Context: an optimization exercise on an open-source flow, tuned for small area, a short achievable clock period and few clock cycles. The choices shown serve that exercise and are no tape-out recipe. RTL that was checked went through simulation tests only; none was proved equivalent to the original. Power and IR drop assume default switching activity.

==> inputs of run C <==
==> flow/design.v (excerpt) <==
module pixel_generator (
    input  logic                       s_axi_lite_aclk,
    input  logic                       axi_resetn,
    input  logic [8-1:0] s_axi_lite_araddr,
    output logic                       s_axi_lite_arready,
    input  logic                       s_axi_lite_arvalid,
    input  logic [8-1:0] s_axi_lite_awaddr,
    output logic                       s_axi_lite_awready,
    input  logic                       s_axi_lite_awvalid,
    input  logic                       s_axi_lite_bready,
    output logic [1:0]                 s_axi_lite_bresp,
    output logic                       s_axi_lite_bvalid,
    output logic [31:0]                s_axi_lite_rdata,
    input  logic                       s_axi_lite_rready,
    output logic [1:0]                 s_axi_lite_rresp,
    output logic                       s_axi_lite_rvalid,
    input  logic [31:0]                s_axi_lite_wdata,
    output logic                       s_axi_lite_wready,
    input  logic                       s_axi_lite_wvalid,
    output logic [5:0]                 img_addr,
    input  logic [7:0]                 img_rdata,
    output logic [31:0]                out_stream_tdata,
    output logic [3:0]                 out_stream_tkeep,
    output logic                       out_stream_tlast,
    output logic [0:0]                 out_stream_tuser,
    output logic                       out_stream_tvalid,
    input  logic                       out_stream_tready
);
==> flow/config.mk <==
export PLATFORM = sky130hd
export DESIGN_NAME = pixel_generator
export DESIGN_NICKNAME = pixel_generator
export VERILOG_FILES = /design/flow/design.v
export SDC_FILE = /design/flow/constraint.sdc
export NUM_CORES = 4
export LEC_CHECK = 0
export ABC_CLOCK_PERIOD_IN_PS = 3000
export CAP_MARGIN = 20
export CORE_MARGIN = 2
export CORE_UTILIZATION = 55
export SLEW_MARGIN = 20
==> flow/constraint.sdc <==
create_clock -name core_clock -period 10.0 [get_ports {s_axi_lite_aclk}]
set_input_delay 2.0000 -clock core_clock [delete_from_list [all_inputs] [get_ports {s_axi_lite_aclk}]]
set_output_delay 2.0000 -clock core_clock [all_outputs]
set_load 0.01 [all_outputs]
standard.sh (not shown) runs the stock make flow with config.mk's settings and CLKGATE_MAP_FILE= SYNTH_SCRIPT=/design/flow/synth_recipe.tcl, a recipe that flattens the netlist after the stock synthesis.
==> flow/flow/run.sh <==
#!/bin/bash
# Standard layout with a tighter setup repair target; the SDC and clock period are the standard flow's own.
set -uo pipefail
bash standard.sh SETUP_SLACK_MARGIN=6.7 finish > make_finish.log 2>&1
==> run F (differences from run C) <==
--- a/flow/design.v
+++ b/flow/design.v
@@ -21,41 +21,24 @@
     input  logic [31:0]                s_axi_lite_wdata,
     output logic                       s_axi_lite_wready,
     input  logic                       s_axi_lite_wvalid,
     output logic                       start,          
     output logic                       frame_en_nxt,   
-    output logic [53:0]                coefs,          
+    output logic [35:0]                coefs,          
     output logic [3:0]                 shift,
     input  logic                       busy,
     input  logic                       done,
     input  logic [31:0]                frame_count
 );
     logic [31:1] ctrl;   
-    logic [31:0] s5, s6, s7;
-    logic [5:0]  kenc [0:8];   
-    logic [31:4] k1hi;         
-    logic [31:0] k0, k1;       
+    logic [31:0] k0, k1, s5, s6, s7;
     logic        awready_q, wready_q, bvalid_q, arready_q, rvalid_q;
     logic [2:0]  waddr;
     logic [7:0]  wsel;   
     logic        whs;
     logic [31:0] wd;
     logic [31:0] rmux;
-    function automatic logic [5:0] booth(input logic [3:0] t);
-        booth[0] = t[0];
-        booth[1] = t[1] & ~t[0];
-        booth[2] = t[1];
-        booth[3] = t[2] ^ t[1];
-        booth[4] = (t[3] & ~t[2] & ~t[1]) | (~t[3] & t[2] & t[1]);
-        booth[5] = t[3] & ~(t[2] & t[1]);
-    endfunction
-    function automatic logic [3:0] unbooth(input logic [5:0] e);
-        logic t1, t2;
-        t1 = e[2];
-        t2 = e[3] ^ t1;
-        unbooth = {(t2 & t1) ? ~e[4] : e[5], t2, t1, e[0]};
-    endfunction
     assign whs  = s_axi_lite_wvalid && wready_q;
     assign wsel = 8'd1 << waddr;
     assign wd  = s_axi_lite_wdata & {32{axi_resetn}};   
     always_ff @(posedge s_axi_lite_aclk) begin
         if (!axi_resetn) begin
@@ -82,17 +65,12 @@
             waddr <= s_axi_lite_awaddr[4:2];
         end
     end
     always_ff @(posedge s_axi_lite_aclk) begin
         if (!axi_resetn || (whs && wsel[0])) ctrl <= wd[31:1];
-        if (!axi_resetn || (whs && wsel[1])) begin
-            for (int t = 0; t < 8; t++) kenc[t] <= booth(wd[4*t +: 4]);
-        end
-        if (!axi_resetn || (whs && wsel[2])) begin
-            kenc[8] <= booth(wd[3:0]);
-            k1hi    <= wd[31:4];
-        end
+        if (!axi_resetn || (whs && wsel[1])) k0   <= wd;
+        if (!axi_resetn || (whs && wsel[2])) k1   <= wd;
         if (!axi_resetn || (whs && wsel[5])) s5   <= wd;
         if (!axi_resetn || (whs && wsel[6])) s6   <= wd;
         if (!axi_resetn || (whs && wsel[7])) s7   <= wd;
     end
     assign start        = axi_resetn && whs && wsel[0] && s_axi_lite_wdata[0];
@@ -132,23 +110,19 @@
         if (arready_q) s_axi_lite_rdata <= rmux;
     end
     assign s_axi_lite_arready = arready_q;
     assign s_axi_lite_rvalid  = rvalid_q;
     assign s_axi_lite_rresp   = 2'b00;
-    always_comb begin
-        for (int t = 0; t < 8; t++) k0[4*t +: 4] = unbooth(kenc[t]);
-        k1 = {k1hi, unbooth(kenc[8])};
-        for (int t = 0; t < 9; t++) coefs[6*t +: 6] = kenc[t];
-    end
+    assign coefs = {k1[3:0], k0};
     assign shift = ctrl[11:8];
 endmodule
 `timescale 1ns/100ps
 module conv_capture (
     input  logic        s_axi_lite_aclk,
     input  logic        axi_resetn,
     input  logic        start,
-    input  logic [53:0] coefs,       
+    input  logic [35:0] coefs,
     input  logic [3:0]  shift,
     output logic [5:0]  img_addr,
     input  logic [7:0]  img_rdata,
     output logic        fw_valid,    
     output logic        fw_last,     
@@ -193,10 +167,18 @@
     always_ff @(posedge s_axi_lite_aclk) begin
         p_q     <= img_rdata;
         line[1] <= p_q;
         for (int k = 2; k <= 16; k++) line[k] <= line[k - 1];
     end
+    function automatic logic [5:0] booth(input logic [3:0] t);
+        booth[0] = t[0];
+        booth[1] = t[1] & ~t[0];
+        booth[2] = t[1];
+        booth[3] = t[2] ^ t[1];
+        booth[4] = (t[3] & ~t[2] & ~t[1]) | (~t[3] & t[2] & t[1]);
+        booth[5] = t[3] & ~(t[2] & t[1]);
+    endfunction
     function automatic logic [31:0] csa(input logic [15:0] a, input logic [15:0] b,
                                         input logic [15:0] c);
         logic [15:0] cy;
         cy  = (a & b) | (a & c) | (b & c);
         csa = {cy[14:0], 1'b0, a ^ b ^ c};
@@ -231,12 +213,12 @@
         f = csa(b[31:16], c[15:0], c[31:16]);
         g = csa(d[15:0], d[31:16], f[15:0]);
         h = csa(g[15:0], g[31:16], f[31:16]);
         add9 = h;
     endfunction
-    always_comb begin
-        for (int t = 0; t < 9; t++) enc[t] = coefs[6*t +: 6];
+    always_ff @(posedge s_axi_lite_aclk) begin
+        for (int t = 0; t < 9; t++) enc[t] <= booth(coefs[4*t +: 4]);
     end
     assign n0 = add9(col_rows(line[16], line[8], p_q, enc[0], enc[3], enc[6]), 16'd0, 16'd0);
     assign n1 = add9(col_rows(line[16], line[8], p_q, enc[1], enc[4], enc[7]), s0, k0);
     assign n2 = add9(col_rows(line[16], line[8], p_q, enc[2], enc[5], enc[8]), s1, k1);
     always_ff @(posedge s_axi_lite_aclk) begin
@@ -403,11 +385,11 @@
 );
     logic        start, frame_en_nxt, busy, done, done_set;
     logic        fw_valid, fw_last;
     logic [7:0]  fw_data;
     logic [31:0] frame_count;
-    logic [53:0] coefs;
+    logic [35:0] coefs;
     logic [3:0]  shift;
     axil_regs u_regs (
         .s_axi_lite_aclk, .axi_resetn,
         .s_axi_lite_araddr, .s_axi_lite_arready, .s_axi_lite_arvalid,
         .s_axi_lite_awaddr, .s_axi_lite_awready, .s_axi_lite_awvalid,
--- a/flow/config.mk
+++ b/flow/config.mk
@@ -6,7 +6,7 @@
 export NUM_CORES = 4
 export LEC_CHECK = 0
 export ABC_CLOCK_PERIOD_IN_PS = 3000
 export CAP_MARGIN = 20
 export CORE_MARGIN = 2
-export CORE_UTILIZATION = 55
+export CORE_UTILIZATION = 65
 export SLEW_MARGIN = 20
==> summary of the runs <==
Between run C and run F, the lower via count is in run C (gap about 1.2%, measured against run F). First-iteration DRC count: run F is larger than run C (16%). Of run C and run F, run F has the higher clock power (gap about 4%, measured against run F). In run C the global-route usage is lower than in run F, by 3.7 points. In fmax, run F and run C hardly differ. Against run F, the clock skew of run C is higher by 0.011 ns. In run F the register-to-register slack is lower than in run C, by 0.02 ns. In run F the core utilization is higher than in run C, by 12 points.
Testbench counts of run F, summed over its fixed seeds: cycles 7,088.
For run C, only the layout was checked, not whether the RTL still works.

-- separate check: timing with driven ports --
How much do the figures lean on ideal ports? The routed layouts below were timed once more, with nothing changed but the port constraints.
Step 1 sets driving cells, clkbuf_16 on the clock port and buf_2 on the other inputs (assumed; they add their load-dependent delay and slew).
Step 2, shift: input delay + t, output delay - t, t = (earliest + latest rising clock arrival at the registers) / 2. This alone moves slack from input paths to output paths.
Slacks: ideal ports / drivers / drivers and shift; pairs: ideal ports / drivers.
| run | shift t [ns] | setup WS [ns] | clock arrival spread, ns | cell pins on the clock port's net |
|---|---|---|---|---|
| run C | 0.699 | 6.584 / 6.517 / 6.090 | 0.031 / 0.032 | 1 |
| run F | 0.688 | 6.579 / 6.516 / 6.141 | 0.019 / 0.020 | 1 |
After both steps every run listed still meets setup and hold. The setup slack of run C, which loses most, moves by -0.067 ns with the drivers and by -0.494 ns with both steps.
